Context: an optimization exercise on an open-source flow, tuned for small area. The choices shown serve that exercise and are no tape-out recipe.
Function was checked by simulation only, so behaviour that the tests miss may differ from the original.
No activity file was given, so power comes from the tool's default toggle rates.

==> module ref_subst_lane, before the edit <==
module ref_subst_lane #(
	parameter int bit_depth = 8
) (
	input logic clk,
	input logic arst_n,
	input logic stall,
	input logic [ref_subst_pkg::SAMPLES_PER_BANK*bit_depth-1:0] bank_data,
	input ref_subst_pkg::bank_adr_t bank_adr,
	input ref_subst_pkg::pos4_t bank_pos,
	input logic none_avail,
	input logic fill_t_all,
	input logic fill_l_all,
	input logic rt_ok,
	input logic bt_ok,
	input ref_subst_pkg::pos4_t bt_border_pos,
	input ref_subst_pkg::pos4_t rt_border_pos,
	input logic bp3_top_ok,
	input logic bp3_lft_ok,
	input logic bp2_top_ok,
	input logic bp2_lft_ok,
	input logic [bit_depth-1:0] fill_top,
	input logic [bit_depth-1:0] fill_lft,
	input logic [ref_subst_pkg::SAMPLES_PER_BANK*bit_depth-1:0] bp2_samples,
	input ref_subst_pkg::pos4_t bp2_pos,
	input logic [ref_subst_pkg::SAMPLES_PER_BANK*bit_depth-1:0] bp3_samples,
	input ref_subst_pkg::pos4_t bp3_pos,
	output logic [ref_subst_pkg::SAMPLES_PER_BANK*bit_depth-1:0] sub_bank
);
	localparam int BANK_W = SAMPLES_PER_BANK * bit_depth;
	logic adr_invalid;
	logic is_left_side;
	logic sel_half;
	logic bp3_hit;
	logic bp2_hit;
	logic past_border;
	logic fill_hit;
	logic s_bp3;
	logic s_bp2;
	logic s_fill;
	logic s_half;
	logic s_data;
	logic s_fill_top;
	logic s_fill_lft;
	logic [bit_depth-1:0] fill_n;
	logic [BANK_W-1:0] sub_next;
	function automatic logic pos_ge(
		input logic [POS4_W-1:0] a,
		input logic [POS4_W-1:0] b
	);
		logic ge;
		ge = 1'b1;
		for (int k = 0; k < POS4_W; k++)
			ge = (a[k] && !b[k]) || (!(a[k] ^ b[k]) && ge);
		pos_ge = ge;
	endfunction
	assign adr_invalid = (bank_adr == ADR_INVALID);
	assign is_left_side = bank_adr[0];
	assign sel_half = adr_invalid || none_avail;
	assign bp3_hit = (is_left_side ? bp3_lft_ok : bp3_top_ok) && (bp3_pos == bank_pos);
	assign bp2_hit = (is_left_side ? bp2_lft_ok : bp2_top_ok) && (bp2_pos == bank_pos);
	assign past_border = (is_left_side ? bt_ok : rt_ok)
	                  && pos_ge(bank_pos, is_left_side ? bt_border_pos : rt_border_pos);
	assign fill_hit = (is_left_side ? fill_l_all : fill_t_all) || past_border;
	assign s_bp3 = !stall && !sel_half && bp3_hit;
	assign s_bp2 = !stall && !sel_half && !bp3_hit && bp2_hit;
	assign s_fill = !stall && !sel_half && !bp3_hit && !bp2_hit && fill_hit;
	assign s_half = !stall && sel_half;
	assign s_data = !stall && !sel_half && !bp3_hit && !bp2_hit && !fill_hit;
	assign s_fill_top = s_fill && !is_left_side;
	assign s_fill_lft = s_fill && is_left_side;
	for (genvar k = 0; k < bit_depth; k++) begin : g_fill
		if (k == bit_depth - 1) begin : g_msb
			assign fill_n[k] = !((s_fill_top && fill_top[k]) || (s_fill_lft && fill_lft[k]) || s_half);
		end else begin : g_low
			assign fill_n[k] = !((s_fill_top && fill_top[k]) || (s_fill_lft && fill_lft[k]));
		end
	end
	for (genvar b = 0; b < BANK_W; b++) begin : g_bit
		logic pick_n;
		logic hold_n;
		assign pick_n = !((s_bp3 && bp3_samples[b]) || (s_bp2 && bp2_samples[b]) || (s_data && bank_data[b]));
		assign hold_n = !(stall && sub_bank[b]);
		assign sub_next[b] = !(pick_n && hold_n && fill_n[b % bit_depth]);
	end
	always_ff @(posedge clk or negedge arst_n) begin
		if (!arst_n)
			sub_bank <= '0;
		else
			sub_bank <= sub_next;
	end
endmodule
clock: 4.0 ns
lec_check: 0
cap_margin: 0
core_area: 5 5 255 255
cts_buf_list: sky130_fd_sc_hd__clkbuf_8
cts_cluster_diameter: 90
cts_cluster_size: 12
die_area: 0 0 260 260
gpl_timing_driven: 0
setup_slack_margin: 0.2
slew_margin: 0
synth_hierarchical: 1
synth_minimum_keep_size: 0
standard.sh (not shown) runs the stock make flow with config.mk's settings and CLKGATE_MAP_FILE= SYNTH_SCRIPT=/design/flow/synth_recipe.tcl, a recipe that flattens the netlist after the stock synthesis.
==> flow/flow/run.sh <==
#!/bin/bash
# Layout flow: the standard ORFS flow (the make call of standard.sh), with these changes:
#  - synthesis is synth_recipe.tcl's, but abc maps the combinational logic with an
#    area-oriented &nf script (abc_area_nf.script) and the adder extraction is skipped;
#    the registers come from dfflibmap before abc, so they are the standard ones.
#  - every port still gets a buffer, but a buf_1 instead of the default cell.
#  - flow/dont_use.txt, if present, lists cells the flow may not use beyond the platform's list.
#  - flow/make_args.txt, if present, holds more VAR=value settings for make, one per line
#    (@W@ stands for this work folder).
set -euo pipefail
W=$PWD
export MY_ABC_SCRIPT=$W/flow/abc_area_nf.script
DONT_USE=$(make -s -C "$FLOW_HOME" DESIGN_CONFIG="$W/config.mk" WORK_HOME="$W/orfs" print-DONT_USE_CELLS \
  | sed -n 's/^DONT_USE_CELLS: //p')
if [[ -f $W/flow/dont_use.txt ]]; then
  DONT_USE="$DONT_USE $(tr '\n' ' ' < "$W/flow/dont_use.txt")"
fi
echo "DONT_USE_CELLS=$DONT_USE" > "$W/dont_use.log"
EXTRA=()
if [[ -f $W/flow/make_args.txt ]]; then
  mapfile -t EXTRA < <(grep -v '^ *$' "$W/flow/make_args.txt" | sed "s|@W@|$W|g")
fi
make -C "$FLOW_HOME" DESIGN_CONFIG="$W/config.mk" WORK_HOME="$W/orfs" CLKGATE_MAP_FILE= \
  DONT_USE_CELLS="$DONT_USE" \
  SYNTH_SCRIPT="$W/flow/my_synth.tcl" ADDER_MAP_FILE= \
  BUFFER_PORTS_ARGS="-buffer_cell sky130_fd_sc_hd__buf_1" \
  "${EXTRA[@]}" finish > "$W/make_finish.log" 2>&1
R=$W/orfs/results/$FLOW_PLATFORM/ref_subst_top/base
: # left out here: write the final layout as DEF
==> flow/flow/abc_area_nf.script <==
&get -n
&st
&synch2
&nf -R 1000
&put
==> flow/flow/dont_use.txt <==
sky130_fd_sc_hd__buf_6
sky130_fd_sc_hd__buf_8
sky130_fd_sc_hd__buf_12
sky130_fd_sc_hd__buf_16
sky130_fd_sc_hd__bufbuf_8
sky130_fd_sc_hd__bufbuf_16
sky130_fd_sc_hd__bufinv_8
sky130_fd_sc_hd__bufinv_16
sky130_fd_sc_hd__clkbuf_16
==> flow/flow/make_args.txt <==
REMOVE_ABC_BUFFERS=1
==> flow/flow/my_synth.tcl <==
proc synth {args} { yosys synth -nofsm -noshare {*}$args }
# same synthesis as synth_recipe.tcl, with only the abc script for the combinational logic swapped
proc abc {args} {
  set i [lsearch -exact $args -script]
  if { $i >= 0 && [info exists ::env(MY_ABC_SCRIPT)] } {
    lset args [expr { $i + 1 }] $::env(MY_ABC_SCRIPT)
  }
  yosys abc {*}$args
}
source $::env(SCRIPTS_DIR)/synth.tcl
# left out here: clear keep_hierarchy, flatten, clean up, hide names made inside functions, write 1_2_yosys.v
Change:
--- a/flow/design.v
+++ b/flow/design.v
@@ -78,14 +78,14 @@
 	endfunction
 	assign adr_invalid = (bank_adr == ADR_INVALID);
 	assign is_left_side = bank_adr[0];
 	assign sel_half = adr_invalid || none_avail;
 	assign bp3_hit = (is_left_side ? bp3_lft_ok : bp3_top_ok) && (bp3_pos == bank_pos);
 	assign bp2_hit = (is_left_side ? bp2_lft_ok : bp2_top_ok) && (bp2_pos == bank_pos);
-	assign past_border = (is_left_side ? bt_ok : rt_ok)
-	                  && pos_ge(bank_pos, is_left_side ? bt_border_pos : rt_border_pos);
+	assign past_border = is_left_side ? (bt_ok && pos_ge(bank_pos, bt_border_pos))
+	                                  : (rt_ok && pos_ge(bank_pos, rt_border_pos));
 	assign fill_hit = (is_left_side ? fill_l_all : fill_t_all) || past_border;
 	assign s_bp3 = !stall && !sel_half && bp3_hit;
 	assign s_bp2 = !stall && !sel_half && !bp3_hit && bp2_hit;
 	assign s_fill = !stall && !sel_half && !bp3_hit && !bp2_hit && fill_hit;
 	assign s_half = !stall && sel_half;
 	assign s_data = !stall && !sel_half && !bp3_hit && !bp2_hit && !fill_hit;
The changed run passed the timing, DRC and antenna checks. Count of clock-buffer cells in the layout is lower by 1. Final area falls slightly. Worst setup slack improves by 0.011 ns. Wire length decreases by a few percent. Cell count grows slightly. Total power is lower slightly. Fmax came out higher slightly. Critical path depth decreases by 3. Synthesized area goes up slightly. Register-to-register slack loses 0.10 ns. Via count decreases slightly. Global-route usage falls by 0.77 points. Non-clock buffer count fell by 32.

[static timing again, ports no longer ideal]
The results above use ideal ports. As a check the final layouts listed here were re-extracted and re-timed, cells and wires unchanged. Step 1, drivers: a clkbuf_16 drives clk and a buf_2 each remaining input, both assumed. Step 2 adds t to the input delays and takes it off the output delays; t is the mean of the earliest and latest rising clock arrival at the registers after step 1. Input paths then give back, and output paths get back, about the clock's delay inside the block. Three values: no drivers, after step 1, after step 2; two values: the first two.
| run | shift t [ns] | setup slack, ns | worst setup path at the end | slew at the worst register clock pin (ns) | pins driven straight from the clock port |
|---|---|---|---|---|---|
| the first run | 0.698 | 0.277 / 0.305 / -0.393 | input to register | 0.09 / 0.09 | 1 |
| the second run | 0.693 | 0.288 / 0.310 / -0.383 | input to register | 0.10 / 0.10 | 1 |
Met with ideal ports but missed after step 2: setup timing in the first run and the second run. The setup slack of the second run, which loses most, moves by +0.022 ns with the drivers and by -0.671 ns with both steps.
